This design comes from an exercise in tuning for small area, a short achievable clock period and few clock cycles per item on the open sky130 flow, not from production work.
In this exercise RTL edits were held to simulation tests only and were not proved equivalent to the original.

`design/flow/config.mk`:
```
export PLATFORM = sky130hd
export DESIGN_NAME = note_envelope_motor_drive
export DESIGN_NICKNAME = note_envelope_motor_drive
export VERILOG_FILES = /design/flow/design.v
export SDC_FILE = /design/flow/constraint.sdc
export NUM_CORES = 4
export LEC_CHECK = 0
export ABC_AREA = 1
export CAP_MARGIN = 20
export CORE_MARGIN = 2
export CORE_UTILIZATION = 55
export SETUP_SLACK_MARGIN = 4.5
export SLEW_MARGIN = 20
```
`design/flow/design.v`:
```
`default_nettype none
package nemd_pkg;
  localparam logic [1:0]  REG_ATTACK = 2'd0;
  localparam logic [1:0]  REG_RISE   = 2'd1;
  localparam logic [1:0]  REG_FALL   = 2'd2;
  localparam logic [15:0] ATTACK_RESET = 16'd5243;
  localparam logic [8:0]  RISE_RESET   = 9'd179;
  localparam logic [8:0]  FALL_RESET   = 9'd72;
  localparam logic        ACT_OFF = 1'b1;
  localparam logic [11:0] REST_BELOW = 12'd20;
  localparam logic [11:0] PITCH_LOW  = 12'd110;
  localparam logic [11:0] PITCH_HIGH = 12'd850;
  localparam logic [16:0] PITCH_SPAN = 17'd740;
  localparam logic [16:0] ONE_Q16    = 17'h10000;
  localparam logic [16:0] BASE_Q16   = 17'd42598;
  localparam logic [14:0] DEPTH_Q16  = 15'd22938;
  localparam logic [15:0] DUR_MAX    = 16'hFFFF;
  typedef struct packed {
    logic        start;
    logic [16:0] rem_init;
    logic [15:0] num_lo;
    logic [16:0] divisor;
  } div_req_t;
  typedef struct packed {
    logic        done;
    logic [15:0] quot;
  } div_rsp_t;
endpackage
`default_nettype wire
`default_nettype none
import nemd_pkg::*;
module nemd_div (
  input  logic               clk,
  input  logic               rst,
  input  nemd_pkg::div_req_t req,
  output nemd_pkg::div_rsp_t rsp
);
  logic        busy;
  logic        done;
  logic [3:0]  cnt;
  logic [16:0] rem;
  logic [15:0] num;
  logic [16:0] dvsr;
  logic [15:0] quot;
  logic [17:0] trial;
  logic [17:0] diff;
  logic        fits;
  always_comb begin
    trial = {rem, num[15]};
    diff  = trial - {1'b0, dvsr};
    fits  = (trial >= {1'b0, dvsr});
  end
  always_ff @(posedge clk) begin
    if (rst) begin
      busy <= 1'b0;
      done <= 1'b0;
      cnt  <= 4'd0;
    end else begin
      done <= 1'b0;
      if (req.start) begin
        busy <= 1'b1;
        cnt  <= 4'd15;
      end else if (busy) begin
        cnt <= cnt - 4'd1;
        if (cnt == 4'd0) begin
          busy <= 1'b0;
          done <= 1'b1;
        end
      end
    end
  end
  always_ff @(posedge clk) begin
    if (req.start) begin
      rem  <= req.rem_init;
      num  <= req.num_lo;
      dvsr <= req.divisor;
    end else if (busy) begin
      rem  <= fits ? diff[16:0] : trial[16:0];
      num  <= {num[14:0], 1'b0};
      quot <= {quot[14:0], fits};
    end
  end
  assign rsp.done = done;
  assign rsp.quot = quot;
endmodule
`default_nettype wire
`default_nettype none
import nemd_pkg::*;
module note_envelope_motor_drive (
  input  logic        clk,
  input  logic        rst,
  input  logic        s_tvalid,
  output logic        s_tready,
  input  logic [63:0] s_tdata,
  input  logic        s_tuser,
  output logic        m_tvalid,
  input  logic        m_tready,
  output logic [7:0]  m_tdata,
  input  logic        psel,
  input  logic        penable,
  input  logic        pwrite,
  input  logic [3:0]  paddr,
  input  logic [31:0] pwdata,
  output logic [31:0] prdata,
  output logic        pready
);
  localparam int DEPTH = 33;
  logic [15:0] attack_fraction;
  logic [8:0]  rise_gain;
  logic [8:0]  fall_gain;
  logic [15:0] level;
  logic [16:0] att_dec;
  logic [4:0]  be_rn, be_ro, be_rt, be_fn, be_fo, be_ft;
  logic [4:0]  bh_rp1, bh_rp2, bh_rm1, bh_rm2, bh_fp1, bh_fp2, bh_fm1, bh_fm2;
  wire [9:0] wa = 10'd256 - {1'b0, pwdata[8:0]};
  wire [10:0] wx = {wa, 1'b0};
  wire [4:0] wa_n, wa_o, wa_t;
  for (genvar j = 0; j < 5; j++) begin : g_benc
    assign wa_n[j] = wx[2*j+2] & (wa_o[j] | wa_t[j]);
    assign wa_o[j] = wx[2*j+1] ^ wx[2*j];
    assign wa_t[j] = (wx[2*j+2] & ~wx[2*j+1] & ~wx[2*j]) | (~wx[2*j+2] & wx[2*j+1] & wx[2*j]);
  end
  logic        s_tready_q;
  logic [5:0] inflight;
  logic [5:0] fcount;
  logic [5:0] wptr, rptr;
  logic [8*DEPTH-1:0] fmem;
  logic        p1_v;
  logic        p1_dsat;
  logic [9:0] p1_x;
  logic [15:0] p1_el;
  logic [11:0] p1_tempo;
  logic [11:0] p1_rem;
  logic [15:0] p1_nq;
  logic        p2_v;
  logic        p2_dsat;
  logic [9:0] p2_x;
  logic [15:0] p2_el;
  logic [11:0] p2_tempo;
  logic [11:0] p2_rem;
  logic [15:0] p2_nq;
  logic        p3_v;
  logic        p3_dsat;
  logic [9:0] p3_x;
  logic [15:0] p3_el;
  logic [11:0] p3_tempo;
  logic [11:0] p3_rem;
  logic [15:0] p3_nq;
  logic        p4_v;
  logic        p4_dsat;
  logic [9:0] p4_x;
  logic [15:0] p4_el;
  logic [11:0] p4_tempo;
  logic [11:0] p4_rem;
  logic [15:0] p4_nq;
  logic        p5_v;
  logic        p5_dsat;
  logic [9:0] p5_x;
  logic [15:0] p5_el;
  logic [11:0] p5_tempo;
  logic [11:0] p5_rem;
  logic [15:0] p5_nq;
  logic        p6_v;
  logic        p6_dsat;
  logic [9:0] p6_x;
  logic [15:0] p6_el;
  logic [11:0] p6_tempo;
  logic [11:0] p6_rem;
  logic [15:0] p6_nq;
  logic        p7_v;
  logic        p7_dsat;
  logic [9:0] p7_x;
  logic [15:0] p7_el;
  logic [11:0] p7_tempo;
  logic [11:0] p7_rem;
  logic [15:0] p7_nq;
  logic        p8_v;
  logic        p8_dsat;
  logic [9:0] p8_x;
  logic [15:0] p8_el;
  logic [11:0] p8_tempo;
  logic [11:0] p8_rem;
  logic [15:0] p8_nq;
  logic        p9_v;
  logic        p9_dsat;
  logic [9:0] p9_x;
  logic [15:0] p9_el;
  logic [11:0] p9_tempo;
  logic [11:0] p9_rem;
  logic [15:0] p9_nq;
  logic        p10_v;
  logic        p10_pfull;
  logic [9:0] p10_x;
  logic [15:0] p10_dur;
  logic [15:0] p10_rem;
  logic [15:0] p10_nq;
  logic        p11_v;
  logic        p11_pfull;
  logic [9:0] p11_x;
  logic [15:0] p11_dur;
  logic [15:0] p11_rem;
  logic [15:0] p11_nq;
  logic        p12_v;
  logic        p12_pfull;
  logic [9:0] p12_x;
  logic [15:0] p12_dur;
  logic [15:0] p12_rem;
  logic [15:0] p12_nq;
  logic        p13_v;
  logic        p13_pfull;
  logic [9:0] p13_x;
  logic [15:0] p13_dur;
  logic [15:0] p13_rem;
  logic [15:0] p13_nq;
  logic        p14_v;
  logic        p14_pfull;
  logic [9:0] p14_x;
  logic [15:0] p14_dur;
  logic [15:0] p14_rem;
  logic [15:0] p14_nq;
  logic        p15_v;
  logic        p15_pfull;
  logic [9:0] p15_x;
  logic [15:0] p15_dur;
  logic [15:0] p15_rem;
  logic [15:0] p15_nq;
  logic        p16_v;
  logic        p16_pfull;
  logic [9:0] p16_x;
  logic [15:0] p16_dur;
  logic [15:0] p16_rem;
  logic [15:0] p16_nq;
  logic        p17_v;
  logic        p17_pfull;
  logic [9:0] p17_x;
  logic [15:0] p17_dur;
  logic [15:0] p17_rem;
  logic [15:0] p17_nq;
  logic        p18_v;
  logic        p18_att;
  logic [9:0] p18_x;
  logic [16:0] p18_pd;
  logic        p19_v;
  logic        p19_att;
  logic [9:0] p19_x;
  logic [15:0] p19_rem;
  logic [15:0] p19_nq;
  logic        p20_v;
  logic        p20_att;
  logic [9:0] p20_x;
  logic [15:0] p20_rem;
  logic [15:0] p20_nq;
  logic        p21_v;
  logic        p21_att;
  logic [9:0] p21_x;
  logic [15:0] p21_rem;
  logic [15:0] p21_nq;
  logic        p22_v;
  logic        p22_att;
  logic [9:0] p22_x;
  logic [15:0] p22_rem;
  logic [15:0] p22_nq;
  logic        p23_v;
  logic        p23_att;
  logic [9:0] p23_x;
  logic [15:0] p23_rem;
  logic [15:0] p23_nq;
  logic        p24_v;
  logic        p24_att;
  logic [9:0] p24_x;
  logic [15:0] p24_rem;
  logic [15:0] p24_nq;
  logic        p25_v;
  logic        p25_att;
  logic [15:0] p25_rem;
  logic [15:0] p25_nq;
  logic        p25_kill;
  logic        p25_tz;
  logic [16:0] p25_pitch;
  logic        p26_v;
  logic        p26_att;
  logic [15:0] p26_rem;
  logic [15:0] p26_nq;
  logic        p26_kill;
  logic        p26_tz;
  logic [14:0] p26_sm;
  logic        p27_v;
  logic        p27_att;
  logic        p27_kill;
  logic        p27_tz;
  logic [23:0] p27_s255;
  logic [15:0] p27_op;
  logic        p28_v;
  logic        p28_kill;
  logic        p28_tz;
  logic [32:0] p28_x;
  logic [7:0] p28_oh;
  logic [23:0] p28_s255;
  logic        p29_v;
  logic        p29_kill;
  logic [15:0] p29_tg;
  logic        p30_v;
  logic        p30_kill;
  logic [15:0] p30_tg;
  logic [26:0] p30_pr;
  logic [26:0] p30_pf;
  assign pready = 1'b1;
  logic [31:0] prdata_q;
  always_ff @(posedge clk) begin
    case (paddr[3:2])
      REG_ATTACK: prdata_q <= {16'd0, attack_fraction};
      REG_RISE:   prdata_q <= {23'd0, rise_gain};
      REG_FALL:   prdata_q <= {23'd0, fall_gain};
      default:    prdata_q <= 32'd0;
    endcase
  end
  assign prdata = prdata_q;
  always_ff @(posedge clk) begin
    if (rst) begin
      attack_fraction <= ATTACK_RESET;
      rise_gain       <= RISE_RESET;
      fall_gain       <= FALL_RESET;
      att_dec         <= ONE_Q16 - {1'b0, ATTACK_RESET};
      bh_rp1 <= 5'd13; bh_rp2 <= 5'd0; bh_rm1 <= 5'd2; bh_rm2 <= 5'd0;
      bh_fp1 <= 5'd16; bh_fp2 <= 5'd0; bh_fm1 <= 5'd8; bh_fm2 <= 5'd2;
      be_rn <= 5'd2; be_ro <= 5'd15; be_rt <= 5'd0;
      be_fn <= 5'd10; be_fo <= 5'd24; be_ft <= 5'd2;
    end else if (psel && penable && pwrite) begin
      case (paddr[3:2])
        REG_ATTACK: begin attack_fraction <= pwdata[15:0]; att_dec <= ONE_Q16 - {1'b0, pwdata[15:0]}; end
        REG_RISE:   begin rise_gain <= pwdata[8:0]; be_rn <= wa_n; be_ro <= wa_o; be_rt <= wa_t; bh_rp1 <= wa_o & ~wa_n; bh_rp2 <= wa_t & ~wa_n; bh_rm1 <= wa_o & wa_n; bh_rm2 <= wa_t & wa_n; end
        REG_FALL:   begin fall_gain <= pwdata[8:0]; be_fn <= wa_n; be_fo <= wa_o; be_ft <= wa_t; bh_fp1 <= wa_o & ~wa_n; bh_fp2 <= wa_t & ~wa_n; bh_fm1 <= wa_o & wa_n; bh_fm2 <= wa_t & wa_n; end
        default:    ;
      endcase
    end
  end
  wire [11:0] i_freq  = s_tdata[13:2];
  wire [15:0] i_len   = s_tdata[29:14];
  wire [15:0] i_el    = s_tdata[45:30];
  wire [11:0] i_tempo = s_tdata[57:46];
  wire i_kill = (s_tuser == ACT_OFF) | ~s_tdata[0];
  wire i_tz = ~s_tdata[1] | (i_freq < REST_BELOW) | (i_tempo == 12'd0) |
              ((i_len[15:4] == 12'd0) && ({i_len[3:0], 8'd0} < i_tempo));
  wire i_dsat = ({4'd0, i_len[15:8]} >= i_tempo);
  wire [11:0] i_fm = i_freq - PITCH_LOW;
  wire [9:0] i_x = (i_freq <= PITCH_LOW) ? 10'd0 : (i_freq >= PITCH_HIGH) ? 10'd740 : i_fm[9:0];
  wire i_v = s_tvalid & s_tready_q;
  wire [15:0] ia_nqi = {i_len[7:0], 8'd0};
  wire [12:0] ia_t0 = {{4'd0, i_len[15:8]}, ia_nqi[15]};
  wire [13:0] ia_d0 = {1'd0, ia_t0} - {2'd0, i_tempo};
  wire ia_f0 = ~ia_d0[13];
  wire [11:0] ia_r0 = ia_f0 ? ia_d0[11:0] : ia_t0[11:0];
  wire [15:0] ia_n0 = {ia_nqi[14:0], ia_f0};
  wire [9:0] i_xf = i_kill ? 10'd1023 : i_tz ? 10'd1022 : i_x;
  always_ff @(posedge clk) p1_v <= rst ? 1'b0 : i_v;
  always_ff @(posedge clk) p1_dsat <= i_dsat;
  always_ff @(posedge clk) p1_x <= i_xf;
  always_ff @(posedge clk) p1_el <= i_el;
  always_ff @(posedge clk) p1_tempo <= i_tempo;
  always_ff @(posedge clk) p1_rem <= ia_r0;
  always_ff @(posedge clk) p1_nq <= ia_n0;
  wire [12:0] s1_t0 = {p1_rem, p1_nq[15]};
  wire [13:0] s1_d0 = {1'd0, s1_t0} - {2'd0, p1_tempo};
  wire s1_f0 = ~s1_d0[13];
  wire [11:0] s1_r0 = s1_f0 ? s1_d0[11:0] : s1_t0[11:0];
  wire [15:0] s1_n0 = {p1_nq[14:0], s1_f0};
  wire [12:0] s1_t1 = {s1_r0, s1_n0[15]};
  wire [13:0] s1_d1 = {1'd0, s1_t1} - {2'd0, p1_tempo};
  wire s1_f1 = ~s1_d1[13];
  wire [11:0] s1_r1 = s1_f1 ? s1_d1[11:0] : s1_t1[11:0];
  wire [15:0] s1_n1 = {s1_n0[14:0], s1_f1};
  always_ff @(posedge clk) p2_v <= rst ? 1'b0 : p1_v;
  always_ff @(posedge clk) p2_dsat <= p1_dsat;
  always_ff @(posedge clk) p2_x <= p1_x;
  always_ff @(posedge clk) p2_el <= p1_el;
  always_ff @(posedge clk) p2_tempo <= p1_tempo;
  always_ff @(posedge clk) p2_rem <= s1_r1;
  always_ff @(posedge clk) p2_nq <= s1_n1;
  wire [12:0] s2_t0 = {p2_rem, p2_nq[15]};
  wire [13:0] s2_d0 = {1'd0, s2_t0} - {2'd0, p2_tempo};
  wire s2_f0 = ~s2_d0[13];
  wire [11:0] s2_r0 = s2_f0 ? s2_d0[11:0] : s2_t0[11:0];
  wire [15:0] s2_n0 = {p2_nq[14:0], s2_f0};
  wire [12:0] s2_t1 = {s2_r0, s2_n0[15]};
  wire [13:0] s2_d1 = {1'd0, s2_t1} - {2'd0, p2_tempo};
  wire s2_f1 = ~s2_d1[13];
  wire [11:0] s2_r1 = s2_f1 ? s2_d1[11:0] : s2_t1[11:0];
  wire [15:0] s2_n1 = {s2_n0[14:0], s2_f1};
  always_ff @(posedge clk) p3_v <= rst ? 1'b0 : p2_v;
  always_ff @(posedge clk) p3_dsat <= p2_dsat;
  always_ff @(posedge clk) p3_x <= p2_x;
  always_ff @(posedge clk) p3_el <= p2_el;
  always_ff @(posedge clk) p3_tempo <= p2_tempo;
  always_ff @(posedge clk) p3_rem <= s2_r1;
  always_ff @(posedge clk) p3_nq <= s2_n1;
  wire [12:0] s3_t0 = {p3_rem, p3_nq[15]};
  wire [13:0] s3_d0 = {1'd0, s3_t0} - {2'd0, p3_tempo};
  wire s3_f0 = ~s3_d0[13];
  wire [11:0] s3_r0 = s3_f0 ? s3_d0[11:0] : s3_t0[11:0];
  wire [15:0] s3_n0 = {p3_nq[14:0], s3_f0};
  wire [12:0] s3_t1 = {s3_r0, s3_n0[15]};
  wire [13:0] s3_d1 = {1'd0, s3_t1} - {2'd0, p3_tempo};
  wire s3_f1 = ~s3_d1[13];
  wire [11:0] s3_r1 = s3_f1 ? s3_d1[11:0] : s3_t1[11:0];
  wire [15:0] s3_n1 = {s3_n0[14:0], s3_f1};
  always_ff @(posedge clk) p4_v <= rst ? 1'b0 : p3_v;
  always_ff @(posedge clk) p4_dsat <= p3_dsat;
  always_ff @(posedge clk) p4_x <= p3_x;
  always_ff @(posedge clk) p4_el <= p3_el;
  always_ff @(posedge clk) p4_tempo <= p3_tempo;
  always_ff @(posedge clk) p4_rem <= s3_r1;
  always_ff @(posedge clk) p4_nq <= s3_n1;
  wire [12:0] s4_t0 = {p4_rem, p4_nq[15]};
  wire [13:0] s4_d0 = {1'd0, s4_t0} - {2'd0, p4_tempo};
  wire s4_f0 = ~s4_d0[13];
  wire [11:0] s4_r0 = s4_f0 ? s4_d0[11:0] : s4_t0[11:0];
  wire [15:0] s4_n0 = {p4_nq[14:0], s4_f0};
  wire [12:0] s4_t1 = {s4_r0, s4_n0[15]};
  wire [13:0] s4_d1 = {1'd0, s4_t1} - {2'd0, p4_tempo};
  wire s4_f1 = ~s4_d1[13];
  wire [11:0] s4_r1 = s4_f1 ? s4_d1[11:0] : s4_t1[11:0];
  wire [15:0] s4_n1 = {s4_n0[14:0], s4_f1};
  always_ff @(posedge clk) p5_v <= rst ? 1'b0 : p4_v;
  always_ff @(posedge clk) p5_dsat <= p4_dsat;
  always_ff @(posedge clk) p5_x <= p4_x;
  always_ff @(posedge clk) p5_el <= p4_el;
  always_ff @(posedge clk) p5_tempo <= p4_tempo;
  always_ff @(posedge clk) p5_rem <= s4_r1;
  always_ff @(posedge clk) p5_nq <= s4_n1;
  wire [12:0] s5_t0 = {p5_rem, p5_nq[15]};
  wire [13:0] s5_d0 = {1'd0, s5_t0} - {2'd0, p5_tempo};
  wire s5_f0 = ~s5_d0[13];
  wire [11:0] s5_r0 = s5_f0 ? s5_d0[11:0] : s5_t0[11:0];
  wire [15:0] s5_n0 = {p5_nq[14:0], s5_f0};
  wire [12:0] s5_t1 = {s5_r0, s5_n0[15]};
  wire [13:0] s5_d1 = {1'd0, s5_t1} - {2'd0, p5_tempo};
  wire s5_f1 = ~s5_d1[13];
  wire [11:0] s5_r1 = s5_f1 ? s5_d1[11:0] : s5_t1[11:0];
  wire [15:0] s5_n1 = {s5_n0[14:0], s5_f1};
  always_ff @(posedge clk) p6_v <= rst ? 1'b0 : p5_v;
  always_ff @(posedge clk) p6_dsat <= p5_dsat;
  always_ff @(posedge clk) p6_x <= p5_x;
  always_ff @(posedge clk) p6_el <= p5_el;
  always_ff @(posedge clk) p6_tempo <= p5_tempo;
  always_ff @(posedge clk) p6_rem <= s5_r1;
  always_ff @(posedge clk) p6_nq <= s5_n1;
  wire [12:0] s6_t0 = {p6_rem, p6_nq[15]};
  wire [13:0] s6_d0 = {1'd0, s6_t0} - {2'd0, p6_tempo};
  wire s6_f0 = ~s6_d0[13];
  wire [11:0] s6_r0 = s6_f0 ? s6_d0[11:0] : s6_t0[11:0];
  wire [15:0] s6_n0 = {p6_nq[14:0], s6_f0};
  wire [12:0] s6_t1 = {s6_r0, s6_n0[15]};
  wire [13:0] s6_d1 = {1'd0, s6_t1} - {2'd0, p6_tempo};
  wire s6_f1 = ~s6_d1[13];
  wire [11:0] s6_r1 = s6_f1 ? s6_d1[11:0] : s6_t1[11:0];
  wire [15:0] s6_n1 = {s6_n0[14:0], s6_f1};
  always_ff @(posedge clk) p7_v <= rst ? 1'b0 : p6_v;
  always_ff @(posedge clk) p7_dsat <= p6_dsat;
  always_ff @(posedge clk) p7_x <= p6_x;
  always_ff @(posedge clk) p7_el <= p6_el;
  always_ff @(posedge clk) p7_tempo <= p6_tempo;
  always_ff @(posedge clk) p7_rem <= s6_r1;
  always_ff @(posedge clk) p7_nq <= s6_n1;
  wire [12:0] s7_t0 = {p7_rem, p7_nq[15]};
  wire [13:0] s7_d0 = {1'd0, s7_t0} - {2'd0, p7_tempo};
  wire s7_f0 = ~s7_d0[13];
  wire [11:0] s7_r0 = s7_f0 ? s7_d0[11:0] : s7_t0[11:0];
  wire [15:0] s7_n0 = {p7_nq[14:0], s7_f0};
  wire [12:0] s7_t1 = {s7_r0, s7_n0[15]};
  wire [13:0] s7_d1 = {1'd0, s7_t1} - {2'd0, p7_tempo};
  wire s7_f1 = ~s7_d1[13];
  wire [11:0] s7_r1 = s7_f1 ? s7_d1[11:0] : s7_t1[11:0];
  wire [15:0] s7_n1 = {s7_n0[14:0], s7_f1};
  always_ff @(posedge clk) p8_v <= rst ? 1'b0 : p7_v;
  always_ff @(posedge clk) p8_dsat <= p7_dsat;
  always_ff @(posedge clk) p8_x <= p7_x;
  always_ff @(posedge clk) p8_el <= p7_el;
  always_ff @(posedge clk) p8_tempo <= p7_tempo;
  always_ff @(posedge clk) p8_rem <= s7_r1;
  always_ff @(posedge clk) p8_nq <= s7_n1;
  wire [12:0] s8_t0 = {p8_rem, p8_nq[15]};
  wire [13:0] s8_d0 = {1'd0, s8_t0} - {2'd0, p8_tempo};
  wire s8_f0 = ~s8_d0[13];
  wire [11:0] s8_r0 = s8_f0 ? s8_d0[11:0] : s8_t0[11:0];
  wire [15:0] s8_n0 = {p8_nq[14:0], s8_f0};
  always_ff @(posedge clk) p9_v <= rst ? 1'b0 : p8_v;
  always_ff @(posedge clk) p9_dsat <= p8_dsat;
  always_ff @(posedge clk) p9_x <= p8_x;
  always_ff @(posedge clk) p9_el <= p8_el;
  always_ff @(posedge clk) p9_tempo <= p8_tempo;
  always_ff @(posedge clk) p9_rem <= s8_r0;
  always_ff @(posedge clk) p9_nq <= s8_n0;
  wire [15:0] s9_dur = p9_dsat ? DUR_MAX : p9_nq;
  wire s9_pfull = (p9_el >= s9_dur);
  wire [15:0] s9_nqi = 16'd0;
  wire [16:0] s9_t0 = {p9_el, s9_nqi[15]};
  wire [17:0] s9_d0 = {1'd0, s9_t0} - {2'd0, s9_dur};
  wire s9_f0 = ~s9_d0[17];
  wire [15:0] s9_r0 = s9_f0 ? s9_d0[15:0] : s9_t0[15:0];
  wire [15:0] s9_n0 = {s9_nqi[14:0], s9_f0};
  wire [16:0] s9_t1 = {s9_r0, s9_n0[15]};
  wire [17:0] s9_d1 = {1'd0, s9_t1} - {2'd0, s9_dur};
  wire s9_f1 = ~s9_d1[17];
  wire [15:0] s9_r1 = s9_f1 ? s9_d1[15:0] : s9_t1[15:0];
  wire [15:0] s9_n1 = {s9_n0[14:0], s9_f1};
  always_ff @(posedge clk) p10_v <= rst ? 1'b0 : p9_v;
  always_ff @(posedge clk) p10_pfull <= s9_pfull;
  always_ff @(posedge clk) p10_x <= p9_x;
  always_ff @(posedge clk) p10_dur <= s9_dur;
  always_ff @(posedge clk) p10_rem <= s9_r1;
  always_ff @(posedge clk) p10_nq <= s9_n1;
  wire [16:0] s10_t0 = {p10_rem, p10_nq[15]};
  wire [17:0] s10_d0 = {1'd0, s10_t0} - {2'd0, p10_dur};
  wire s10_f0 = ~s10_d0[17];
  wire [15:0] s10_r0 = s10_f0 ? s10_d0[15:0] : s10_t0[15:0];
  wire [15:0] s10_n0 = {p10_nq[14:0], s10_f0};
  wire [16:0] s10_t1 = {s10_r0, s10_n0[15]};
  wire [17:0] s10_d1 = {1'd0, s10_t1} - {2'd0, p10_dur};
  wire s10_f1 = ~s10_d1[17];
  wire [15:0] s10_r1 = s10_f1 ? s10_d1[15:0] : s10_t1[15:0];
  wire [15:0] s10_n1 = {s10_n0[14:0], s10_f1};
  always_ff @(posedge clk) p11_v <= rst ? 1'b0 : p10_v;
  always_ff @(posedge clk) p11_pfull <= p10_pfull;
  always_ff @(posedge clk) p11_x <= p10_x;
  always_ff @(posedge clk) p11_dur <= p10_dur;
  always_ff @(posedge clk) p11_rem <= s10_r1;
  always_ff @(posedge clk) p11_nq <= s10_n1;
  wire [16:0] s11_t0 = {p11_rem, p11_nq[15]};
  wire [17:0] s11_d0 = {1'd0, s11_t0} - {2'd0, p11_dur};
  wire s11_f0 = ~s11_d0[17];
  wire [15:0] s11_r0 = s11_f0 ? s11_d0[15:0] : s11_t0[15:0];
  wire [15:0] s11_n0 = {p11_nq[14:0], s11_f0};
  wire [16:0] s11_t1 = {s11_r0, s11_n0[15]};
  wire [17:0] s11_d1 = {1'd0, s11_t1} - {2'd0, p11_dur};
  wire s11_f1 = ~s11_d1[17];
  wire [15:0] s11_r1 = s11_f1 ? s11_d1[15:0] : s11_t1[15:0];
  wire [15:0] s11_n1 = {s11_n0[14:0], s11_f1};
  always_ff @(posedge clk) p12_v <= rst ? 1'b0 : p11_v;
  always_ff @(posedge clk) p12_pfull <= p11_pfull;
  always_ff @(posedge clk) p12_x <= p11_x;
  always_ff @(posedge clk) p12_dur <= p11_dur;
  always_ff @(posedge clk) p12_rem <= s11_r1;
  always_ff @(posedge clk) p12_nq <= s11_n1;
  wire [16:0] s12_t0 = {p12_rem, p12_nq[15]};
  wire [17:0] s12_d0 = {1'd0, s12_t0} - {2'd0, p12_dur};
  wire s12_f0 = ~s12_d0[17];
  wire [15:0] s12_r0 = s12_f0 ? s12_d0[15:0] : s12_t0[15:0];
  wire [15:0] s12_n0 = {p12_nq[14:0], s12_f0};
  wire [16:0] s12_t1 = {s12_r0, s12_n0[15]};
  wire [17:0] s12_d1 = {1'd0, s12_t1} - {2'd0, p12_dur};
  wire s12_f1 = ~s12_d1[17];
  wire [15:0] s12_r1 = s12_f1 ? s12_d1[15:0] : s12_t1[15:0];
  wire [15:0] s12_n1 = {s12_n0[14:0], s12_f1};
  always_ff @(posedge clk) p13_v <= rst ? 1'b0 : p12_v;
  always_ff @(posedge clk) p13_pfull <= p12_pfull;
  always_ff @(posedge clk) p13_x <= p12_x;
  always_ff @(posedge clk) p13_dur <= p12_dur;
  always_ff @(posedge clk) p13_rem <= s12_r1;
  always_ff @(posedge clk) p13_nq <= s12_n1;
  wire [16:0] s13_t0 = {p13_rem, p13_nq[15]};
  wire [17:0] s13_d0 = {1'd0, s13_t0} - {2'd0, p13_dur};
  wire s13_f0 = ~s13_d0[17];
  wire [15:0] s13_r0 = s13_f0 ? s13_d0[15:0] : s13_t0[15:0];
  wire [15:0] s13_n0 = {p13_nq[14:0], s13_f0};
  wire [16:0] s13_t1 = {s13_r0, s13_n0[15]};
  wire [17:0] s13_d1 = {1'd0, s13_t1} - {2'd0, p13_dur};
  wire s13_f1 = ~s13_d1[17];
  wire [15:0] s13_r1 = s13_f1 ? s13_d1[15:0] : s13_t1[15:0];
  wire [15:0] s13_n1 = {s13_n0[14:0], s13_f1};
  always_ff @(posedge clk) p14_v <= rst ? 1'b0 : p13_v;
  always_ff @(posedge clk) p14_pfull <= p13_pfull;
  always_ff @(posedge clk) p14_x <= p13_x;
  always_ff @(posedge clk) p14_dur <= p13_dur;
  always_ff @(posedge clk) p14_rem <= s13_r1;
  always_ff @(posedge clk) p14_nq <= s13_n1;
  wire [16:0] s14_t0 = {p14_rem, p14_nq[15]};
  wire [17:0] s14_d0 = {1'd0, s14_t0} - {2'd0, p14_dur};
  wire s14_f0 = ~s14_d0[17];
  wire [15:0] s14_r0 = s14_f0 ? s14_d0[15:0] : s14_t0[15:0];
  wire [15:0] s14_n0 = {p14_nq[14:0], s14_f0};
  wire [16:0] s14_t1 = {s14_r0, s14_n0[15]};
  wire [17:0] s14_d1 = {1'd0, s14_t1} - {2'd0, p14_dur};
  wire s14_f1 = ~s14_d1[17];
  wire [15:0] s14_r1 = s14_f1 ? s14_d1[15:0] : s14_t1[15:0];
  wire [15:0] s14_n1 = {s14_n0[14:0], s14_f1};
  always_ff @(posedge clk) p15_v <= rst ? 1'b0 : p14_v;
  always_ff @(posedge clk) p15_pfull <= p14_pfull;
  always_ff @(posedge clk) p15_x <= p14_x;
  always_ff @(posedge clk) p15_dur <= p14_dur;
  always_ff @(posedge clk) p15_rem <= s14_r1;
  always_ff @(posedge clk) p15_nq <= s14_n1;
  wire [16:0] s15_t0 = {p15_rem, p15_nq[15]};
  wire [17:0] s15_d0 = {1'd0, s15_t0} - {2'd0, p15_dur};
  wire s15_f0 = ~s15_d0[17];
  wire [15:0] s15_r0 = s15_f0 ? s15_d0[15:0] : s15_t0[15:0];
  wire [15:0] s15_n0 = {p15_nq[14:0], s15_f0};
  wire [16:0] s15_t1 = {s15_r0, s15_n0[15]};
  wire [17:0] s15_d1 = {1'd0, s15_t1} - {2'd0, p15_dur};
  wire s15_f1 = ~s15_d1[17];
  wire [15:0] s15_r1 = s15_f1 ? s15_d1[15:0] : s15_t1[15:0];
  wire [15:0] s15_n1 = {s15_n0[14:0], s15_f1};
  always_ff @(posedge clk) p16_v <= rst ? 1'b0 : p15_v;
  always_ff @(posedge clk) p16_pfull <= p15_pfull;
  always_ff @(posedge clk) p16_x <= p15_x;
  always_ff @(posedge clk) p16_dur <= p15_dur;
  always_ff @(posedge clk) p16_rem <= s15_r1;
  always_ff @(posedge clk) p16_nq <= s15_n1;
  wire [16:0] s16_t0 = {p16_rem, p16_nq[15]};
  wire [17:0] s16_d0 = {1'd0, s16_t0} - {2'd0, p16_dur};
  wire s16_f0 = ~s16_d0[17];
  wire [15:0] s16_r0 = s16_f0 ? s16_d0[15:0] : s16_t0[15:0];
  wire [15:0] s16_n0 = {p16_nq[14:0], s16_f0};
  wire [16:0] s16_t1 = {s16_r0, s16_n0[15]};
  wire [17:0] s16_d1 = {1'd0, s16_t1} - {2'd0, p16_dur};
  wire s16_f1 = ~s16_d1[17];
  wire [15:0] s16_r1 = s16_f1 ? s16_d1[15:0] : s16_t1[15:0];
  wire [15:0] s16_n1 = {s16_n0[14:0], s16_f1};
  always_ff @(posedge clk) p17_v <= rst ? 1'b0 : p16_v;
  always_ff @(posedge clk) p17_pfull <= p16_pfull;
  always_ff @(posedge clk) p17_x <= p16_x;
  always_ff @(posedge clk) p17_dur <= p16_dur;
  always_ff @(posedge clk) p17_rem <= s16_r1;
  always_ff @(posedge clk) p17_nq <= s16_n1;
  wire [16:0] s17_phase = p17_pfull ? ONE_Q16 : {1'b0, p17_nq};
  wire s17_att = (attack_fraction != 16'd0) && (s17_phase < {1'b0, attack_fraction});
  wire [16:0] s17_dd = s17_phase - {1'b0, attack_fraction};
  wire [16:0] s17_pdv = s17_att ? s17_phase : s17_dd;
  always_ff @(posedge clk) p18_v <= rst ? 1'b0 : p17_v;
  always_ff @(posedge clk) p18_att <= s17_att;
  always_ff @(posedge clk) p18_x <= p17_x;
  always_ff @(posedge clk) p18_pd <= s17_pdv;
  wire [31:0] s18_num = {15'd0, p18_pd} * 32'd22938;
  wire [15:0] s18_rem = p18_att ? p18_pd[15:0] : s18_num[31:16];
  wire [15:0] s18_nq = p18_att ? 16'd0 : s18_num[15:0];
  wire [16:0] s18_div = p18_att ? div_att : div_dec;
  always_ff @(posedge clk) p19_v <= rst ? 1'b0 : p18_v;
  always_ff @(posedge clk) p19_att <= p18_att;
  always_ff @(posedge clk) p19_x <= p18_x;
  always_ff @(posedge clk) p19_rem <= s18_rem;
  always_ff @(posedge clk) p19_nq <= s18_nq;
  wire [16:0] div_att = {1'b0, attack_fraction};
  wire [16:0] div_dec = att_dec;
  wire [16:0] s19_div = p19_att ? div_att : div_dec;
  wire [16:0] s19_t0 = {p19_rem, p19_nq[15]};
  wire [17:0] s19_d0 = {1'd0, s19_t0} - {1'd0, s19_div};
  wire s19_f0 = ~s19_d0[17];
  wire [15:0] s19_r0 = s19_f0 ? s19_d0[15:0] : s19_t0[15:0];
  wire [15:0] s19_n0 = {p19_nq[14:0], s19_f0};
  wire [16:0] s19_t1 = {s19_r0, s19_n0[15]};
  wire [17:0] s19_d1 = {1'd0, s19_t1} - {1'd0, s19_div};
  wire s19_f1 = ~s19_d1[17];
  wire [15:0] s19_r1 = s19_f1 ? s19_d1[15:0] : s19_t1[15:0];
  wire [15:0] s19_n1 = {s19_n0[14:0], s19_f1};
  always_ff @(posedge clk) p20_v <= rst ? 1'b0 : p19_v;
  always_ff @(posedge clk) p20_att <= p19_att;
  always_ff @(posedge clk) p20_x <= p19_x;
  always_ff @(posedge clk) p20_rem <= s19_r1;
  always_ff @(posedge clk) p20_nq <= s19_n1;
  wire [16:0] s20_div = p20_att ? div_att : div_dec;
  wire [16:0] s20_t0 = {p20_rem, p20_nq[15]};
  wire [17:0] s20_d0 = {1'd0, s20_t0} - {1'd0, s20_div};
  wire s20_f0 = ~s20_d0[17];
  wire [15:0] s20_r0 = s20_f0 ? s20_d0[15:0] : s20_t0[15:0];
  wire [15:0] s20_n0 = {p20_nq[14:0], s20_f0};
  wire [16:0] s20_t1 = {s20_r0, s20_n0[15]};
  wire [17:0] s20_d1 = {1'd0, s20_t1} - {1'd0, s20_div};
  wire s20_f1 = ~s20_d1[17];
  wire [15:0] s20_r1 = s20_f1 ? s20_d1[15:0] : s20_t1[15:0];
  wire [15:0] s20_n1 = {s20_n0[14:0], s20_f1};
  always_ff @(posedge clk) p21_v <= rst ? 1'b0 : p20_v;
  always_ff @(posedge clk) p21_att <= p20_att;
  always_ff @(posedge clk) p21_x <= p20_x;
  always_ff @(posedge clk) p21_rem <= s20_r1;
  always_ff @(posedge clk) p21_nq <= s20_n1;
  wire [16:0] s21_div = p21_att ? div_att : div_dec;
  wire [16:0] s21_t0 = {p21_rem, p21_nq[15]};
  wire [17:0] s21_d0 = {1'd0, s21_t0} - {1'd0, s21_div};
  wire s21_f0 = ~s21_d0[17];
  wire [15:0] s21_r0 = s21_f0 ? s21_d0[15:0] : s21_t0[15:0];
  wire [15:0] s21_n0 = {p21_nq[14:0], s21_f0};
  wire [16:0] s21_t1 = {s21_r0, s21_n0[15]};
  wire [17:0] s21_d1 = {1'd0, s21_t1} - {1'd0, s21_div};
  wire s21_f1 = ~s21_d1[17];
  wire [15:0] s21_r1 = s21_f1 ? s21_d1[15:0] : s21_t1[15:0];
  wire [15:0] s21_n1 = {s21_n0[14:0], s21_f1};
  always_ff @(posedge clk) p22_v <= rst ? 1'b0 : p21_v;
  always_ff @(posedge clk) p22_att <= p21_att;
  always_ff @(posedge clk) p22_x <= p21_x;
  always_ff @(posedge clk) p22_rem <= s21_r1;
  always_ff @(posedge clk) p22_nq <= s21_n1;
  wire [16:0] s22_div = p22_att ? div_att : div_dec;
  wire [16:0] s22_t0 = {p22_rem, p22_nq[15]};
  wire [17:0] s22_d0 = {1'd0, s22_t0} - {1'd0, s22_div};
  wire s22_f0 = ~s22_d0[17];
  wire [15:0] s22_r0 = s22_f0 ? s22_d0[15:0] : s22_t0[15:0];
  wire [15:0] s22_n0 = {p22_nq[14:0], s22_f0};
  wire [16:0] s22_t1 = {s22_r0, s22_n0[15]};
  wire [17:0] s22_d1 = {1'd0, s22_t1} - {1'd0, s22_div};
  wire s22_f1 = ~s22_d1[17];
  wire [15:0] s22_r1 = s22_f1 ? s22_d1[15:0] : s22_t1[15:0];
  wire [15:0] s22_n1 = {s22_n0[14:0], s22_f1};
  always_ff @(posedge clk) p23_v <= rst ? 1'b0 : p22_v;
  always_ff @(posedge clk) p23_att <= p22_att;
  always_ff @(posedge clk) p23_x <= p22_x;
  always_ff @(posedge clk) p23_rem <= s22_r1;
  always_ff @(posedge clk) p23_nq <= s22_n1;
  wire [16:0] s23_div = p23_att ? div_att : div_dec;
  wire [16:0] s23_t0 = {p23_rem, p23_nq[15]};
  wire [17:0] s23_d0 = {1'd0, s23_t0} - {1'd0, s23_div};
  wire s23_f0 = ~s23_d0[17];
  wire [15:0] s23_r0 = s23_f0 ? s23_d0[15:0] : s23_t0[15:0];
  wire [15:0] s23_n0 = {p23_nq[14:0], s23_f0};
  wire [16:0] s23_t1 = {s23_r0, s23_n0[15]};
  wire [17:0] s23_d1 = {1'd0, s23_t1} - {1'd0, s23_div};
  wire s23_f1 = ~s23_d1[17];
  wire [15:0] s23_r1 = s23_f1 ? s23_d1[15:0] : s23_t1[15:0];
  wire [15:0] s23_n1 = {s23_n0[14:0], s23_f1};
  always_ff @(posedge clk) p24_v <= rst ? 1'b0 : p23_v;
  always_ff @(posedge clk) p24_att <= p23_att;
  always_ff @(posedge clk) p24_x <= p23_x;
  always_ff @(posedge clk) p24_rem <= s23_r1;
  always_ff @(posedge clk) p24_nq <= s23_n1;
  wire [16:0] s24_div = p24_att ? div_att : div_dec;
  wire [16:0] s24_t0 = {p24_rem, p24_nq[15]};
  wire [17:0] s24_d0 = {1'd0, s24_t0} - {1'd0, s24_div};
  wire s24_f0 = ~s24_d0[17];
  wire [15:0] s24_r0 = s24_f0 ? s24_d0[15:0] : s24_t0[15:0];
  wire [15:0] s24_n0 = {p24_nq[14:0], s24_f0};
  wire [16:0] s24_t1 = {s24_r0, s24_n0[15]};
  wire [17:0] s24_d1 = {1'd0, s24_t1} - {1'd0, s24_div};
  wire s24_f1 = ~s24_d1[17];
  wire [15:0] s24_r1 = s24_f1 ? s24_d1[15:0] : s24_t1[15:0];
  wire [15:0] s24_n1 = {s24_n0[14:0], s24_f1};
  wire s24_kill = (p24_x == 10'd1023);
  wire s24_tz = (p24_x[9:1] == 9'h1FF);
  wire [31:0] s24_pm = {22'd0, p24_x} * 32'd2902005;
  always_ff @(posedge clk) p25_v <= rst ? 1'b0 : p24_v;
  always_ff @(posedge clk) p25_att <= p24_att;
  always_ff @(posedge clk) p25_rem <= s24_r1;
  always_ff @(posedge clk) p25_nq <= s24_n1;
  always_ff @(posedge clk) p25_kill <= s24_kill;
  always_ff @(posedge clk) p25_tz <= s24_tz;
  always_ff @(posedge clk) p25_pitch <= s24_pm[31:15];
  wire [16:0] s25_div = p25_att ? div_att : div_dec;
  wire [16:0] s25_t0 = {p25_rem, p25_nq[15]};
  wire [17:0] s25_d0 = {1'd0, s25_t0} - {1'd0, s25_div};
  wire s25_f0 = ~s25_d0[17];
  wire [15:0] s25_r0 = s25_f0 ? s25_d0[15:0] : s25_t0[15:0];
  wire [15:0] s25_n0 = {p25_nq[14:0], s25_f0};
  wire [16:0] s25_t1 = {s25_r0, s25_n0[15]};
  wire [17:0] s25_d1 = {1'd0, s25_t1} - {1'd0, s25_div};
  wire s25_f1 = ~s25_d1[17];
  wire [15:0] s25_r1 = s25_f1 ? s25_d1[15:0] : s25_t1[15:0];
  wire [15:0] s25_n1 = {s25_n0[14:0], s25_f1};
  wire [31:0] s25_sm = {15'd0, p25_pitch} * 32'd22938;
  always_ff @(posedge clk) p26_v <= rst ? 1'b0 : p25_v;
  always_ff @(posedge clk) p26_att <= p25_att;
  always_ff @(posedge clk) p26_rem <= s25_r1;
  always_ff @(posedge clk) p26_nq <= s25_n1;
  always_ff @(posedge clk) p26_kill <= p25_kill;
  always_ff @(posedge clk) p26_tz <= p25_tz;
  always_ff @(posedge clk) p26_sm <= s25_sm[30:16];
  wire [16:0] s26_div = p26_att ? div_att : div_dec;
  wire [16:0] s26_t0 = {p26_rem, p26_nq[15]};
  wire [17:0] s26_d0 = {1'd0, s26_t0} - {1'd0, s26_div};
  wire s26_f0 = ~s26_d0[17];
  wire [15:0] s26_r0 = s26_f0 ? s26_d0[15:0] : s26_t0[15:0];
  wire [15:0] s26_n0 = {p26_nq[14:0], s26_f0};
  wire [16:0] s26_t1 = {s26_r0, s26_n0[15]};
  wire [17:0] s26_d1 = {1'd0, s26_t1} - {1'd0, s26_div};
  wire s26_f1 = ~s26_d1[17];
  wire [15:0] s26_r1 = s26_f1 ? s26_d1[15:0] : s26_t1[15:0];
  wire [15:0] s26_n1 = {s26_n0[14:0], s26_f1};
  wire [23:0] s26_s255 = 24'd10862490 + {1'b0, p26_sm, 8'd0} - {9'd0, p26_sm};
  wire [15:0] s26_op = p26_att ? s26_n1 : ~s26_n1;
  always_ff @(posedge clk) p27_v <= rst ? 1'b0 : p26_v;
  always_ff @(posedge clk) p27_att <= p26_att;
  always_ff @(posedge clk) p27_kill <= p26_kill;
  always_ff @(posedge clk) p27_tz <= p26_tz;
  always_ff @(posedge clk) p27_s255 <= s26_s255;
  always_ff @(posedge clk) p27_op <= s26_op;
  wire [15:0] s27_op = p27_op;
  wire [23:0] s27_ad = p27_att ? 24'd0 : p27_s255;
  wire [32:0] s27_x_ye = {9'd0, p27_s255};
  wire [32:0] s27_x = ({33{s27_op[7:0][0]}} & (s27_x_ye << 0)) + ({33{s27_op[7:0][1]}} & (s27_x_ye << 1)) + ({33{s27_op[7:0][2]}} & (s27_x_ye << 2)) + ({33{s27_op[7:0][3]}} & (s27_x_ye << 3)) + ({33{s27_op[7:0][4]}} & (s27_x_ye << 4)) + ({33{s27_op[7:0][5]}} & (s27_x_ye << 5)) + ({33{s27_op[7:0][6]}} & (s27_x_ye << 6)) + ({33{s27_op[7:0][7]}} & (s27_x_ye << 7)) + {9'd0, s27_ad};
  always_ff @(posedge clk) p28_v <= rst ? 1'b0 : p27_v;
  always_ff @(posedge clk) p28_kill <= p27_kill;
  always_ff @(posedge clk) p28_tz <= p27_tz;
  always_ff @(posedge clk) p28_x <= s27_x;
  always_ff @(posedge clk) p28_oh <= s27_op[15:8];
  always_ff @(posedge clk) p28_s255 <= p27_s255;
  wire [39:0] s28_sc_ye = {16'd0, p28_s255};
  wire [39:0] s28_sc = ({40{p28_oh[0]}} & (s28_sc_ye << 8)) + ({40{p28_oh[1]}} & (s28_sc_ye << 9)) + ({40{p28_oh[2]}} & (s28_sc_ye << 10)) + ({40{p28_oh[3]}} & (s28_sc_ye << 11)) + ({40{p28_oh[4]}} & (s28_sc_ye << 12)) + ({40{p28_oh[5]}} & (s28_sc_ye << 13)) + ({40{p28_oh[6]}} & (s28_sc_ye << 14)) + ({40{p28_oh[7]}} & (s28_sc_ye << 15)) + {7'd0, p28_x};
  wire [15:0] s28_tg = p28_tz ? 16'd0 : s28_sc[39:24];
  always_ff @(posedge clk) p29_v <= rst ? 1'b0 : p28_v;
  always_ff @(posedge clk) p29_kill <= p28_kill;
  always_ff @(posedge clk) p29_tg <= s28_tg;
  wire [26:0] grm0 = be_ro[0] ? {11'd0, p29_tg} : be_rt[0] ? {10'd0, p29_tg, 1'b0} : 27'd0;
  wire [26:0] grr0 = (~be_rn[0] ? ~grm0 : grm0) << 0;
  wire [26:0] grm1 = be_ro[1] ? {11'd0, p29_tg} : be_rt[1] ? {10'd0, p29_tg, 1'b0} : 27'd0;
  wire [26:0] grr1 = (~be_rn[1] ? ~grm1 : grm1) << 2;
  wire [26:0] grm2 = be_ro[2] ? {11'd0, p29_tg} : be_rt[2] ? {10'd0, p29_tg, 1'b0} : 27'd0;
  wire [26:0] grr2 = (~be_rn[2] ? ~grm2 : grm2) << 4;
  wire [26:0] grm3 = be_ro[3] ? {11'd0, p29_tg} : be_rt[3] ? {10'd0, p29_tg, 1'b0} : 27'd0;
  wire [26:0] grr3 = (~be_rn[3] ? ~grm3 : grm3) << 6;
  wire [26:0] grm4 = be_ro[4] ? {11'd0, p29_tg} : be_rt[4] ? {10'd0, p29_tg, 1'b0} : 27'd0;
  wire [26:0] grr4 = (~be_rn[4] ? ~grm4 : grm4) << 8;
  wire [26:0] s29_pr = {3'd0, p29_tg, 8'd0} + grr0 + grr1 + grr2 + grr3 + grr4 + 27'd341;
  wire [26:0] gfm0 = be_fo[0] ? {11'd0, p29_tg} : be_ft[0] ? {10'd0, p29_tg, 1'b0} : 27'd0;
  wire [26:0] gfr0 = (~be_fn[0] ? ~gfm0 : gfm0) << 0;
  wire [26:0] gfm1 = be_fo[1] ? {11'd0, p29_tg} : be_ft[1] ? {10'd0, p29_tg, 1'b0} : 27'd0;
  wire [26:0] gfr1 = (~be_fn[1] ? ~gfm1 : gfm1) << 2;
  wire [26:0] gfm2 = be_fo[2] ? {11'd0, p29_tg} : be_ft[2] ? {10'd0, p29_tg, 1'b0} : 27'd0;
  wire [26:0] gfr2 = (~be_fn[2] ? ~gfm2 : gfm2) << 4;
  wire [26:0] gfm3 = be_fo[3] ? {11'd0, p29_tg} : be_ft[3] ? {10'd0, p29_tg, 1'b0} : 27'd0;
  wire [26:0] gfr3 = (~be_fn[3] ? ~gfm3 : gfm3) << 6;
  wire [26:0] gfm4 = be_fo[4] ? {11'd0, p29_tg} : be_ft[4] ? {10'd0, p29_tg, 1'b0} : 27'd0;
  wire [26:0] gfr4 = (~be_fn[4] ? ~gfm4 : gfm4) << 8;
  wire [26:0] s29_pf = {3'd0, p29_tg, 8'd0} + gfr0 + gfr1 + gfr2 + gfr3 + gfr4 + 27'd596;
  always_ff @(posedge clk) p30_v <= rst ? 1'b0 : p29_v;
  always_ff @(posedge clk) p30_kill <= p29_kill;
  always_ff @(posedge clk) p30_tg <= p29_tg;
  always_ff @(posedge clk) p30_pr <= s29_pr;
  always_ff @(posedge clk) p30_pf <= s29_pf;
  wire rising = (p30_tg > level);
  wire [16:0] lrf0 = ({17{bh_rp1[0]}} & {1'b0, level}) | ({17{bh_rp2[0]}} & {level, 1'b0}) |
                      ({17{bh_rm1[0]}} & ~{1'b0, level}) | ({17{bh_rm2[0]}} & ~{level, 1'b0});
  wire [26:0] lrr0 = {{10{bh_rm1[0] | bh_rm2[0]}}, lrf0} << 0;
  wire [16:0] lrf1 = ({17{bh_rp1[1]}} & {1'b0, level}) | ({17{bh_rp2[1]}} & {level, 1'b0}) |
                      ({17{bh_rm1[1]}} & ~{1'b0, level}) | ({17{bh_rm2[1]}} & ~{level, 1'b0});
  wire [26:0] lrr1 = {{10{bh_rm1[1] | bh_rm2[1]}}, lrf1} << 2;
  wire [16:0] lrf2 = ({17{bh_rp1[2]}} & {1'b0, level}) | ({17{bh_rp2[2]}} & {level, 1'b0}) |
                      ({17{bh_rm1[2]}} & ~{1'b0, level}) | ({17{bh_rm2[2]}} & ~{level, 1'b0});
  wire [26:0] lrr2 = {{10{bh_rm1[2] | bh_rm2[2]}}, lrf2} << 4;
  wire [16:0] lrf3 = ({17{bh_rp1[3]}} & {1'b0, level}) | ({17{bh_rp2[3]}} & {level, 1'b0}) |
                      ({17{bh_rm1[3]}} & ~{1'b0, level}) | ({17{bh_rm2[3]}} & ~{level, 1'b0});
  wire [26:0] lrr3 = {{10{bh_rm1[3] | bh_rm2[3]}}, lrf3} << 6;
  wire [16:0] lrf4 = ({17{bh_rp1[4]}} & {1'b0, level}) | ({17{bh_rp2[4]}} & {level, 1'b0}) |
                      ({17{bh_rm1[4]}} & ~{1'b0, level}) | ({17{bh_rm2[4]}} & ~{level, 1'b0});
  wire [26:0] lrr4 = {{10{bh_rm1[4] | bh_rm2[4]}}, lrf4} << 8;
  wire [26:0] s_r = lrr0 + lrr1 + lrr2 + lrr3 + lrr4 + p30_pr;
  wire [16:0] lff0 = ({17{bh_fp1[0]}} & {1'b0, level}) | ({17{bh_fp2[0]}} & {level, 1'b0}) |
                      ({17{bh_fm1[0]}} & ~{1'b0, level}) | ({17{bh_fm2[0]}} & ~{level, 1'b0});
  wire [26:0] lfr0 = {{10{bh_fm1[0] | bh_fm2[0]}}, lff0} << 0;
  wire [16:0] lff1 = ({17{bh_fp1[1]}} & {1'b0, level}) | ({17{bh_fp2[1]}} & {level, 1'b0}) |
                      ({17{bh_fm1[1]}} & ~{1'b0, level}) | ({17{bh_fm2[1]}} & ~{level, 1'b0});
  wire [26:0] lfr1 = {{10{bh_fm1[1] | bh_fm2[1]}}, lff1} << 2;
  wire [16:0] lff2 = ({17{bh_fp1[2]}} & {1'b0, level}) | ({17{bh_fp2[2]}} & {level, 1'b0}) |
                      ({17{bh_fm1[2]}} & ~{1'b0, level}) | ({17{bh_fm2[2]}} & ~{level, 1'b0});
  wire [26:0] lfr2 = {{10{bh_fm1[2] | bh_fm2[2]}}, lff2} << 4;
  wire [16:0] lff3 = ({17{bh_fp1[3]}} & {1'b0, level}) | ({17{bh_fp2[3]}} & {level, 1'b0}) |
                      ({17{bh_fm1[3]}} & ~{1'b0, level}) | ({17{bh_fm2[3]}} & ~{level, 1'b0});
  wire [26:0] lfr3 = {{10{bh_fm1[3] | bh_fm2[3]}}, lff3} << 6;
  wire [16:0] lff4 = ({17{bh_fp1[4]}} & {1'b0, level}) | ({17{bh_fp2[4]}} & {level, 1'b0}) |
                      ({17{bh_fm1[4]}} & ~{1'b0, level}) | ({17{bh_fm2[4]}} & ~{level, 1'b0});
  wire [26:0] lfr4 = {{10{bh_fm1[4] | bh_fm2[4]}}, lff4} << 8;
  wire [26:0] s_f = lfr0 + lfr1 + lfr2 + lfr3 + lfr4 + p30_pf;
  wire [18:0] q_r = s_r[26:8];
  wire [18:0] q_f = s_f[26:8];
  wire [15:0] n_r = (q_r[17:8] == 10'd0) ? 16'd0 : (q_r[17:16] != 2'd0) ? 16'hFFFF : q_r[15:0];
  wire [15:0] n_f = (q_f[18] | (q_f[17:8] == 10'd0)) ? 16'd0 : q_f[15:0];
  wire [15:0] lvl_next = p30_kill ? 16'd0 : rising ? n_r : n_f;
  wire res_v = p30_v;
  always_ff @(posedge clk) begin
    if (rst) level <= 16'd0;
    else if (res_v) level <= lvl_next;
  end
  wire take = m_tvalid & m_tready;
  logic fifo_we;
  always_ff @(posedge clk) fifo_we <= rst ? 1'b0 : res_v;
  wire [7:0] fifo_wd = level[15:8];
  wire [5:0] inflight_next = inflight + {5'd0, i_v} - {5'd0, take};
  always_ff @(posedge clk) begin
    if (rst) begin
      inflight   <= 6'd0;
      s_tready_q <= 1'b1;
      fcount     <= 6'd0;
      wptr       <= 6'd0;
      rptr       <= 6'd0;
    end else begin
      inflight   <= inflight_next;
      s_tready_q <= (inflight_next < 6'd33);
      fcount     <= fcount + {5'd0, fifo_we} - {5'd0, take};
      if (fifo_we) wptr <= (wptr == 6'd32) ? 6'd0 : wptr + 6'd1;
      if (take) rptr <= (rptr == 6'd32) ? 6'd0 : rptr + 6'd1;
    end
  end
  for (genvar e = 0; e < DEPTH; e++) begin : g_fifo
    always_ff @(posedge clk) if (fifo_we && (wptr == 6'(e))) fmem[8*e +: 8] <= fifo_wd;
  end
  assign s_tready = s_tready_q;
  logic        m_tvalid_q;
  logic [7:0]  m_tdata_q;
  wire [5:0] fcount_next = fcount + {5'd0, fifo_we} - {5'd0, take};
  wire [5:0] rptr_next = take ? ((rptr == 6'd32) ? 6'd0 : rptr + 6'd1) : rptr;
  always_ff @(posedge clk) begin
    m_tvalid_q <= rst ? 1'b0 : (fcount_next != 6'd0);
    m_tdata_q  <= (fifo_we && (rptr_next == wptr)) ? fifo_wd : fmem[8*rptr_next +: 8];
  end
  assign m_tvalid = m_tvalid_q;
  assign m_tdata  = m_tdata_q;
endmodule
`default_nettype wire
```
`design/flow/constraint.sdc`:
```
create_clock -name core_clock -period 10.0 [get_ports {clk}]
set_input_delay 2.0000 -clock core_clock [delete_from_list [all_inputs] [get_ports {clk}]]
set_output_delay 2.0000 -clock core_clock [all_outputs]
set_load 0.01 [all_outputs]
```
`design/flow/run.sh`:
```
#!/bin/bash
# synth_recipe.tcl (not shown) runs the flow's synth.tcl, then flattens the netlist and writes it again
# the make line also repeats each setting of config.mk as NAME=value (left out here)
make -C /OpenROAD-flow-scripts/flow DESIGN_CONFIG=/design/flow/config.mk WORK_HOME=/design/flow/orfs CLKGATE_MAP_FILE= SYNTH_SCRIPT=/design/flow/synth_recipe.tcl finish
```
==> results.txt <==
placed cells by master, fill, tap and decap left out, types with 71 or more instances in the layout:
cell type	instances
dfxtp_1	1617
clkbuf_16	220
o21ai_1	119
nand2_1	2670
o221ai_1	71
ha_1	1398
nand4_1	88
o211ai_1	80
nor3_1	94
o21ai_0	1183
nor2_1	914
nand3_1	400
xor2_1	556
buf_4	196
xnor2_1	333
inv_1	2387
a21oi_1	1236
fa_1	868
o22ai_1	301
clkdlybuf4s50_1	108
edfxtp_1	264
clkinvlp_4	112
worst reg2reg max path, delay by kind of cell, from the launching register on:
kind	cells	cell delay, ns
AOI/OAI and AO/OA	5	1.06
xor gates and xnor gates	2	0.41
adders and majority gates	5	2.26
buffers and inverters	4	0.57
DFF	1	0.55
and+or+nand+nor	5	0.53
registers in the layout, summed over array words and instances, names as in the netlist, 17 cells and up:
name and flops:
fmem 264, p25_pitch 17, p28_s255 24, p18_pd 17, p30_pr 26, p30_pf 27, p28_x 25, p27_s255 24
att_dec 17
metrics by stage:
stage	setup slack, ns	hold WS [ns]
3_5_place_dp	3.28	0.312
6_report	4.55	0.309
5_1_grt	4.24	0.315
2_1_floorplan	4.67	0.310
4_1_cts	4.48	0.307
3_3_place_gp	3.32	0.310
cell families (layout without fill, tap and decap cells):
family          after synthesis  in the layout  share of synthesized area [%]
fa+ha+maj                  2275           2275                           26.1
simple gates               4370           4372                           13.3
compound gates             3471           3471                           14.6
flops                      1961           1961                           31.3
mux                           1              1                        0.00842
other cells                   2             23                        0.00561
xor+xnor                    893            893                           5.85
buf+inv                    3042           3268                           8.75
final timing paths:
| kind | slack, ns | from | endpoint |
|---|---|---|---|
| worst max-delay path | 4.55 | p29_tg[7] | p30_pr[25] |
| worst min-delay path | 0.31 | p7_nq[11] | p8_nq[13] |
| worst max register to register | 4.55 | p29_tg[7] | p30_pr[25] |
| worst min register to register | 0.31 | p7_nq[11] | p8_nq[13] |
cell usage after synthesis (29+ instances only):
master    count
nor4_1       30
buf_1        29
edfxtp_1    264
o21ai_0    1213
a21boi_0     39
inv_1      2449
ha_1       1407
a31oi_1      58
o21a_1       36
o21ai_1      94
xor2_1      559
nor3_1      102
o22ai_1     301
o221ai_1     71
or2_2        58
dfxtp_1    1697
nand2_1    2695
a211oi_1     46
nand4_1      88
o31ai_1      45
a21oi_1    1255
o21bai_1     45
nor2_1      928
buf_4        34
fa_1        868
a21o_1       49
clkbuf_1    404
o211ai_1     80
nand3_1     405
xnor2_1     334
buf_2        49
repair_timing:
action                     in CTS  in global routing
gates resized for setup       202                245
setup endpoints to repair     254                312
cloned                         31                 23
pin swaps                       1                 20
buffers inserted               61                 71
metal layers:
layer,share of wire [%],vias up,GRT usage [%],wire length (µm)
met5,0.026,-,0,92
met4,4.3,8,10.8,15500
met3,5.7,864,3.91,20400
met2,48,3296,50.1,175000
li1,-,52500,-,-
met1,42,50900,35.2,150000
final cells by class:
class | instances | area [µm²] | area share, %
timing repair buffer | 339 | 3280 | 2.22
sequential | 1961 | 42100 | 28.5
inverter | 2500 | 9710 | 6.58
antenna | 5 | 12.5 | 0.00847
multi-input combinational | 11000 | 81000 | 54.9
tap | 3202 | 4010 | 2.71
timing repair inverter | 41 | 280 | 0.190
clock buffer | 269 | 5790 | 3.92
clock inverter | 119 | 1510 | 1.03
==> impl_metrics.py <==
metrics = {
    "synth": {
        "yosysWarnings": 1,
        "ys_seq_area_share_pct": 31.3,
        "netlist_area_mm2": 0.134,
        "yosysTopAreaCell": "dfxtp_1",
        "ys_ff_latch": 1961,
        "synthArstFlopShare_pct": 0,
        "syn_inst": 16000,
        "synth_top_area_share_pct": 25.4,
        "synth_edf_count": 264,
        "synthTopCellsByArea": "dfxtp_1 25%, ha_1 13%, fa_1 13%, nand2_1 7.6%, inv_1 6.9%",
        "ys_types": 75,
        "synth.avg_cell_area_um2": 8.35,
        "ys.flop_type": "dfxtp_1",
    },
    "cells_and_area": {
        "nNetsFinal": 18500,
        "final_util_pct": 60.9,
        "stdcell_count": 19500,
        "fill_cells": 21300,
        "final_area_mm2": 0.148,
        "syn2layout_area_growth_pct": 10.4,
        "layout-drive-gt1-share_pct": 6.61,
    },
    "sta": {
        "hold_viol": 0,
        "period_share_pct": 54.5,
        "tns_ns": 0,
        "finalSetupViolations": 0,
        "finalClockSkew_ns": 0.0816,
        "worst_slew_pin_slew_ns": 1.06,
        "max_freq_mhz": 183,
        "fin_crit_ns": 5.45,
        "max-slew-margin-rel_pct": 28.9,
        "rsz0062_at_grt": "true",
        "maxSlewViolCount": 0,
    },
    "detailed_routing": {
        "firstDrtPassIters": 8,
        "wire_per_inst_um": 18.5,
        "vias": 108000,
        "via_per_inst": 5.53,
        "antenna_left": 0,
        "remaining_drc_errors": 0,
        "first_iter_violations": 7921,
        "wirelength_um": 360000,
    },
    "global_route": {
        "grt_max_degree": 89,
        "grt_pass1_vias": 108000,
        "grt.overflow.total": 0,
        "antenna_found_initial": 8,
        "grt_first_pass_wirelength_um": 571000,
        "grt_usage_pct": 28.5,
    },
    "placed_design": {
        "port_buffers": 109,
        "dpl.hpwl_um": 272000,
        "dp_cells": 18900,
        "dpl_cell_area_mm2": 0.137,
        "gp_congestion": 0.968,
    },
    "worst_setup_path": {
        "crit_family": "adder cells",
        "slowest_stage": "fa_1",
        "crit_cells": 21,
        "path_buf_inv": 4,
        "critPathLaunchType": "flip-flop",
        "cp-end-kind": "flip-flop",
        "worstSetupPathType": "flip-flop to flip-flop",
        "worstPathArrival_ns": 6.20,
        "path_cells": "clkinvlp_4 > buf_12 > o22ai_1 > xor2_1 > fa_1 > inv_1 > fa_1 > inv_1 > fa_1 > ha_1 > ha_1 > nand2_1 > nor2_1 > nand4_1 > o21bai_2 > a21oi_1 > o21ai_0 > a21oi_1 > nor2_1 > nor2_1 > xor2_1",
        "crit_fanout": 7,
        "cpPeakStageDelay_ns": 0.58,
        "rr_worst_depth": 21,
        "worst_ep_required_time_ns": 10.75,
    },
    "min_path": {
        "hp-class": "flip-flop to flip-flop",
        "min_delay_path_depth": 0,
    },
    "clock_tree": {
        "clock_latency_ns": 0.90,
        "cts_root_buf": "clkbuf_16",
        "cts_htree_levels": 4,
        "cts_made_buffers": 206,
        "hold_buffers": 0,
        "cts_sinks": 1961,
        "ctsLongestPathBuffers": 3,
        "cts_tree": "built",
        "clkTransAtPathRegs_ns": 0.07,
    },
    "die": {
        "start_util_pct": 55.2,
        "die_h_um": 497,
        "core-area_mm2": 0.243,
        "die-area_mm2": 0.247,
        "io_pins": 151,
        "die_x_um": 497,
        "std_cell_rows": 181,
    },
    "status": {
        "status": "finished clean",
    },
    "flow_run": {
        "cap_violations": 0,
    },
}
Testbench counts, summed over its fixed seeds: cycles 5,312, items 4,800.

re-timing with driven ports:
In the flow no input, the clock included, has a driving cell. The finished layout below was timed again as built, in two steps. Step 1: set_driving_cell puts a clkbuf_16 on clk and a buf_2 on each other input, an assumption about the parent block. Step 2 also shifts input and output timing later by t, the mid clock arrival at the registers, as if the neighbouring blocks saw the same clock. a / b / c = no drivers / after step 1 / after step 2; a / b = the first two.
t, ns: 0.956
slack for setup (ns): 4.550 / 4.550 / 3.873
worst setup path at the end: input to register
pins driven straight from the clock port: 1
After both steps setup and hold are still met in this run. For this run, drivers alone change the setup slack by 0.000 ns; drivers and shift together by -0.677 ns.
